From an optimization exercise on the open Yosys and OpenROAD flow, aimed at a short achievable clock period; shortcuts taken in it are not production practice.
In this exercise RTL edits were held to simulation tests only and were not proved equivalent to the original.

==> job 3598: inputs <==
// float_core_top
module float_core_top (
  input  logic                clk,
  input  logic                reset,
  input  logic                run,
  input  logic                prog_we,
  input  core_pkg::word_t     prog_data,
  input  core_pkg::port_sel_t p_sel,
  input  core_pkg::word_t     P0,
  input  core_pkg::word_t     P1,
  output core_pkg::word_t     P0_out,
  output core_pkg::word_t     P1_out,
  output core_pkg::word_t     result,
  output logic                result_valid
);
  core_pkg::addr_t    pc;
  core_pkg::word_t    instr_next;   
  core_pkg::opcode_t  op;
  core_pkg::reg_idx_t rs;
  core_pkg::opcode_t  op_next;
  logic               fwd_a;
  logic               fwd_b;
  core_pkg::word_t    instr_after;
  core_pkg::word_t    base_a;
  core_pkg::word_t    base_b;
  logic [35:0]        base_enc_b;
  core_pkg::word_t    a_next;
  core_pkg::word_t    b_next;
  core_pkg::word_t    other_next;
  logic [7:0]         nib_gt_next;
  logic [7:0]         nib_eq_next;
  logic [7:0]         nib_gt_q;     
  logic [7:0]         nib_eq_q;
  logic               is_gt_q;      
  logic               is_lt_q;      
  logic               cmp_bit;      
  logic [8:0]         hi1_next;
  logic [8:0]         hi0_next;
  logic               norm1_next;
  logic               norm0_next;
  logic [35:0]        enc_next;
  core_pkg::word_t    other_q;      
  logic [8:0]         hi1_q;        
  logic [8:0]         hi0_q;
  logic               norm1_q;      
  logic               norm0_q;
  logic [47:0]        row0_q;
  logic [47:0]        row1_q;
  logic [47:0]        row0;
  logic               clo;
  logic               clo_q;        
  logic [47:0]        row1;
  logic               sel;
  logic [22:0]        man1;
  logic [22:0]        man0;
  core_pkg::word_t    res1;         
  core_pkg::word_t    res0;         
  pc_sequencer u_pc_sequencer (
    .clk     (clk),
    .reset   (reset),
    .run     (run),
  ...
==> flow/config.mk <==
export PLATFORM = sky130hd
export DESIGN_NAME = float_core_top
export DESIGN_NICKNAME = float_core_top
export VERILOG_FILES = /design/flow/design.v
export SDC_FILE = /design/flow/constraint.sdc
export NUM_CORES = 4
export LEC_CHECK = 0
export ABC_CLOCK_PERIOD_IN_PS = 4000
export CAP_MARGIN = 20
export CORE_MARGIN = 2
export CORE_UTILIZATION = 45
export SETUP_SLACK_MARGIN = 5
export SLEW_MARGIN = 20
==> flow/constraint.sdc <==
create_clock -name core_clock -period 18.0 [get_ports {clk}]
set_input_delay 3.6000 -clock core_clock [delete_from_list [all_inputs] [get_ports {clk}]]
set_output_delay 3.6000 -clock core_clock [all_outputs]
set_load 0.01 [all_outputs]
standard.sh (not shown) runs the stock make flow with config.mk's settings and CLKGATE_MAP_FILE= SYNTH_SCRIPT=/design/flow/synth_recipe.tcl, a recipe that flattens the netlist after the stock synthesis.
==> flow/flow/run.sh <==
#!/bin/bash
# The standard layout, with three changes to how it is made:
# - timing repair aims well below the clock period (the design's own paths
#   are far shorter than the period, and repair_timing only works on paths
#   whose slack is under its margin);
# - full adders are left to abc as plain logic (no ADDER_MAP_FILE), which
#   maps the carry-save tree with faster gates than the adder cells;
# - slow cells are kept out of the netlist: the weak a222oi_1 (its only
#   size), and gates with three- or four-high transistor stacks.
# The synthesis is otherwise the standard one, with the same registers.
set -uo pipefail
here=$(cd "$(dirname "$0")" && pwd)
p=sky130_fd_sc_hd__
slow="${p}a222oi_1"
for c in or4 or4b or4bb nor4 nor4b nor4bb o2111ai a2111oi o2111a a2111o xor3 xnor3 or3 nor3 or3b nor3b; do
  slow="$slow ${p}${c}_*"
done
dont_use="$(cat "$here/platform_dont_use.txt") $slow"
bash standard.sh SETUP_SLACK_MARGIN=12 ADDER_MAP_FILE= "DONT_USE_CELLS=$dont_use" finish > make.log 2>&1
==> flow/flow/platform_dont_use.txt <==
sky130_fd_sc_hd__probe_p_8 sky130_fd_sc_hd__probec_p_8 sky130_fd_sc_hd__lpflow_bleeder_1 sky130_fd_sc_hd__lpflow_clkbufkapwr_1 sky130_fd_sc_hd__lpflow_clkbufkapwr_16 sky130_fd_sc_hd__lpflow_clkbufkapwr_2 sky130_fd_sc_hd__lpflow_clkbufkapwr_4 sky130_fd_sc_hd__lpflow_clkbufkapwr_8 sky130_fd_sc_hd__lpflow_clkinvkapwr_1 sky130_fd_sc_hd__lpflow_clkinvkapwr_16 sky130_fd_sc_hd__lpflow_clkinvkapwr_2 sky130_fd_sc_hd__lpflow_clkinvkapwr_4 sky130_fd_sc_hd__lpflow_clkinvkapwr_8 sky130_fd_sc_hd__lpflow_decapkapwr_12 sky130_fd_sc_hd__lpflow_decapkapwr_3 sky130_fd_sc_hd__lpflow_decapkapwr_4 sky130_fd_sc_hd__lpflow_decapkapwr_6 sky130_fd_sc_hd__lpflow_decapkapwr_8 sky130_fd_sc_hd__lpflow_inputiso0n_1 sky130_fd_sc_hd__lpflow_inputiso0p_1 sky130_fd_sc_hd__lpflow_inputiso1n_1 sky130_fd_sc_hd__lpflow_inputiso1p_1 sky130_fd_sc_hd__lpflow_inputisolatch_1 sky130_fd_sc_hd__lpflow_isobufsrc_1 sky130_fd_sc_hd__lpflow_isobufsrc_16 sky130_fd_sc_hd__lpflow_isobufsrc_2 sky130_fd_sc_hd__lpflow_isobufsrc_4 sky130_fd_sc_hd__lpflow_isobufsrc_8 sky130_fd_sc_hd__lpflow_isobufsrckapwr_16 sky130_fd_sc_hd__lpflow_lsbuf_lh_hl_isowell_tap_1 sky130_fd_sc_hd__lpflow_lsbuf_lh_hl_isowell_tap_2 sky130_fd_sc_hd__lpflow_lsbuf_lh_hl_isowell_tap_4 sky130_fd_sc_hd__lpflow_lsbuf_lh_isowell_4 sky130_fd_sc_hd__lpflow_lsbuf_lh_isowell_tap_1 sky130_fd_sc_hd__lpflow_lsbuf_lh_isowell_tap_2 sky130_fd_sc_hd__lpflow_lsbuf_lh_isowell_tap_4 # # Define fill cells 
==> job 9284: changes against job 3598 <==
--- a/flow/design.v
+++ b/flow/design.v
@@ -121,18 +121,17 @@
   assign wr_en = core_pkg::op_writes(op);
 endmodule
 module fmul_s1 (
   input  logic [23:0] a,
   input  logic [11:0] one,
   input  logic [11:0] two,
   input  logic [11:0] neg,
   output logic [47:0] row0,
-  output logic [47:0] row1,
-  output logic        clo
+  output logic [47:0] row1
 );
   logic s1_0;
   logic s1_1;
   logic s1_2;
   logic s1_3;
   logic s1_4;
   logic s1_5;
   logic s1_6;
@@ -2028,38 +2027,31 @@
   assign s1_945 = 1'b1 ^ a[22] ^ s1_310;
   assign s1_946 = (1'b1 & a[22]) | (1'b1 & s1_310) | (a[22] & s1_310);
   assign s1_947 = s1_942 ^ s1_945;
   assign s1_948 = s1_942 & s1_945;
   assign s1_949 = a[23] ^ s1_946;
   assign s1_950 = a[23] & s1_946;
   assign row0 = {s1_948, s1_944, s1_940, s1_934, s1_928, s1_920, s1_912, s1_902, s1_892, s1_880, s1_868, s1_854, s1_840, s1_824, s1_808, s1_790, s1_772, s1_752, s1_732, s1_710, s1_688, s1_664, s1_640, s1_618, s1_596, s1_574, s1_552, s1_530, s1_510, s1_490, s1_472, s1_454, s1_438, s1_422, s1_408, s1_394, s1_391, s1_370, s1_360, s1_357, s1_347, s1_339, s1_331, s1_325, s1_319, s1_315, s1_1, s1_0};
   assign row1 = {s1_949, s1_947, s1_943, s1_939, s1_933, s1_927, s1_919, s1_911, s1_901, s1_891, s1_879, s1_867, s1_853, s1_839, s1_823, s1_807, s1_789, s1_771, s1_751, s1_731, s1_709, s1_687, s1_663, s1_639, s1_617, s1_595, s1_573, s1_551, s1_529, s1_509, s1_489, s1_471, s1_453, s1_437, s1_421, s1_407, s1_393, s1_381, s1_369, s1_359, s1_349, s1_341, s1_333, s1_327, s1_321, s1_317, s1_313, s1_311};
-  logic [11:0] low_sum;
-  assign {clo, low_sum} = {1'b0, row0[11:0]} + {1'b0, row1[11:0]};
 endmodule
 module fmul_s2 (
   input  logic [47:0] row0,
   input  logic [47:0] row1,
-  input  logic        clo,        
   output logic        sel,        
   output logic [22:0] man1,       
   output logic [22:0] man0        
 );
   logic [47:0] x_s, x_c, x, y_s, y_c, y;
   assign x_s = {row0[47], row0[46], row0[45], row0[44], row0[43], row0[42], row0[41], row0[40], row0[39], row0[38], row0[37], row0[36], row0[35], row0[34], row0[33], row0[32], row0[31], row0[30], row0[29], row0[28], row0[27], row0[26], row0[25], row0[24], row0[23], row0[22], row0[21], row0[20], row0[19], row0[18], row0[17], row0[16], row0[15], row0[14], row0[13], row0[12], row0[11], row0[10], row0[9], row0[8], row0[7], row0[6], row0[5], row0[4], row0[3], row0[2], row0[1], row0[0]};
   assign x_c = {row1[47], row1[46], row1[45], row1[44], row1[43], row1[42], row1[41], row1[40], row1[39], row1[38], row1[37], row1[36], row1[35], row1[34], row1[33], row1[32], row1[31], row1[30], row1[29], row1[28], row1[27], row1[26], row1[25], row1[24], row1[23], row1[22], row1[21], row1[20], row1[19], row1[18], row1[17], row1[16], row1[15], row1[14], row1[13], row1[12], row1[11], row1[10], row1[9], row1[8], row1[7], row1[6], row1[5], row1[4], row1[3], row1[2], row1[1], row1[0]};
-  assign x[47:12] = x_s[47:12] + x_c[47:12] + {35'd0, clo};
-  assign x[11:0] = '0;
-  logic [47:0] y_g;
+  assign x = x_s + x_c;
   assign y_s = x_s ^ x_c ^ 48'h400000;
-  assign y_g = (x_s & x_c) | ((x_s | x_c) & 48'h400000);
-  assign y_c = {y_g[46:12], 13'd0};
-  assign y[47:12] = y_s[47:12] + y_c[47:12] + {35'd0, clo};
-  assign y[11:0] = '0;
+  assign y_c = ((x_s & x_c) | ((x_s | x_c) & 48'h400000)) << 1;
+  assign y = y_s + y_c;
   assign sel  = x[47];
   assign man1 = y[46:24];
   assign man0 = x[45:23];
 endmodule
 module alu (
   input  core_pkg::word_t   a,
   input  core_pkg::word_t   b,
   input  core_pkg::opcode_t op,
@@ -2306,18 +2298,16 @@
   core_pkg::word_t    other_q;      
   logic [8:0]         hi1_q;        
   logic [8:0]         hi0_q;
   logic               norm1_q;      
   logic               norm0_q;
   logic [47:0]        row0_q;
   logic [47:0]        row1_q;
   logic [47:0]        row0;
-  logic               clo;
-  logic               clo_q;        
   logic [47:0]        row1;
   logic               sel;
   logic [22:0]        man1;
   logic [22:0]        man0;
   core_pkg::word_t    res1;         
   core_pkg::word_t    res0;         
   pc_sequencer u_pc_sequencer (
     .clk     (clk),
@@ -2360,17 +2350,16 @@
     .base_b     (base_b),
     .base_enc_b (base_enc_b),
     .P0_out     (P0_out),
     .P1_out     (P1_out)
   );
   fmul_s2 u_fmul_s2 (
     .row0 (row0_q),
     .row1 (row1_q),
-    .clo  (clo_q),
     .sel  (sel),
     .man1 (man1),
     .man0 (man0)
   );
   cmp_finish u_cmp_finish (
     .nib_gt (nib_gt_q),
     .nib_eq (nib_eq_q),
     .is_gt  (is_gt_q),
@@ -2402,18 +2391,17 @@
     .norm0   (norm0_next)
   );
   fmul_s1 u_fmul_s1 (
     .a    ({1'b1, a_next[22:0]}),
     .one  (enc_next[11:0]),
     .two  (enc_next[23:12]),
     .neg  (enc_next[35:24]),
     .row0 (row0),
-    .row1 (row1),
-    .clo  (clo)
+    .row1 (row1)
   );
   always_ff @(posedge clk or posedge reset)
   begin
     if (reset)
     begin
       other_q <= '0;
       is_gt_q <= 1'b0;
       is_lt_q <= 1'b0;
@@ -2431,14 +2419,13 @@
       hi0_q   <= hi0_next | other_next[31:23];
       norm1_q <= norm1_next;
       norm0_q <= norm0_next;
     end
   end
   always_ff @(posedge clk)
   begin
     row0_q <= row0;
-    clo_q  <= clo;
     nib_gt_q <= nib_gt_next;
     nib_eq_q <= nib_eq_next;
     row1_q <= row1;
   end
 endmodule
==> notes <==
Of job 9284 and job 3598, job 9284 has the higher sequential cell count (gap 22).
In job 3598 the final cell count is lower than in job 9284, by about 2%.
In job 3598 the register-to-register slack is better than in job 9284, by 0.12 ns.
In job 9284 the routed wire length is larger than in job 3598, by 3.2%.
Between job 3598 and job 9284, the lower first-iteration DRC count is in job 3598 (gap 2.8%, measured against job 9284).
Final area: job 9284 is larger than job 3598 (about 0.8%).
==> figures <==
Result of the run: job 9284 finished clean; job 3598 finished clean
Number of logic stages on the critical path including buffering: job 9284 13; job 3598 21
Start point of the critical path: job 9284 row1_q[21]; job 3598 p_sel[0]
Placeable core area: job 9284 140,000 um^2; job 3598 137,000 um^2
End point of the critical path: job 9284 result[18]; job 3598 row0_q[28]
Met2 Track Usage GR: job 9284 0.516; job 3598 0.504
Data required, critical path: job 9284 14.40 ns; job 3598 18.59 ns
Global-route wire length before repair: job 9284 371 mm; job 3598 353 mm
Kind of start point of the critical path: job 9284 register; job 3598 primary input
Top-count cell post-synth: job 9284 nand2_1; job 3598 xnor2_1
Crit path arrival time: job 9284 4.01 ns; job 3598 8.03 ns
Number of flip-flops and latches in the synthesized netlist: job 9284 939; job 3598 917
Post-detailed-route wirelength per cell: job 9284 28.6 um; job 3598 28.3 um
Initial DRC count: job 9284 7,621; job 3598 7,411
Slack of the worst reg-to-reg path: job 9284 11.09 ns; job 3598 11.21 ns
Layout area overhead: job 9284 33.7%; job 3598 36.2%
Clock insertion delay at the later pin of the skew report: job 9284 0.75 ns; job 3598 0.76 ns

[re-timing with driven ports]
In the flow no input, the clock included, has a driving cell. The finished layouts below were timed again as built, in two steps.
Step 1: set_driving_cell puts a clkbuf_16 on clk and a buf_2 on each other input, an assumption about the parent block.
Step 2 also shifts input and output timing later by t, the mid clock arrival at the registers, as if the neighbouring blocks saw the same clock.
a / b / c = ideal / step 1 / step 2; a / b = the first two.
run | t, ns | setup WS [ns] | hold WS [ns] | worst setup path after step 2 | worst register clock-pin slew, ns
job 3598 | 0.802 | 10.558 / 10.578 / 9.801 | 0.433 / 0.433 / 0.433 | input to register | 0.07 / 0.07
job 9284 | 0.808 | 10.395 / 10.313 / 10.085 | 0.405 / 0.405 / 0.405 | input to register | 0.07 / 0.07
After both steps every run listed still meets setup and hold. For job 3598, which loses most, drivers alone change the setup slack by +0.020 ns; drivers and shift together by -0.757 ns.
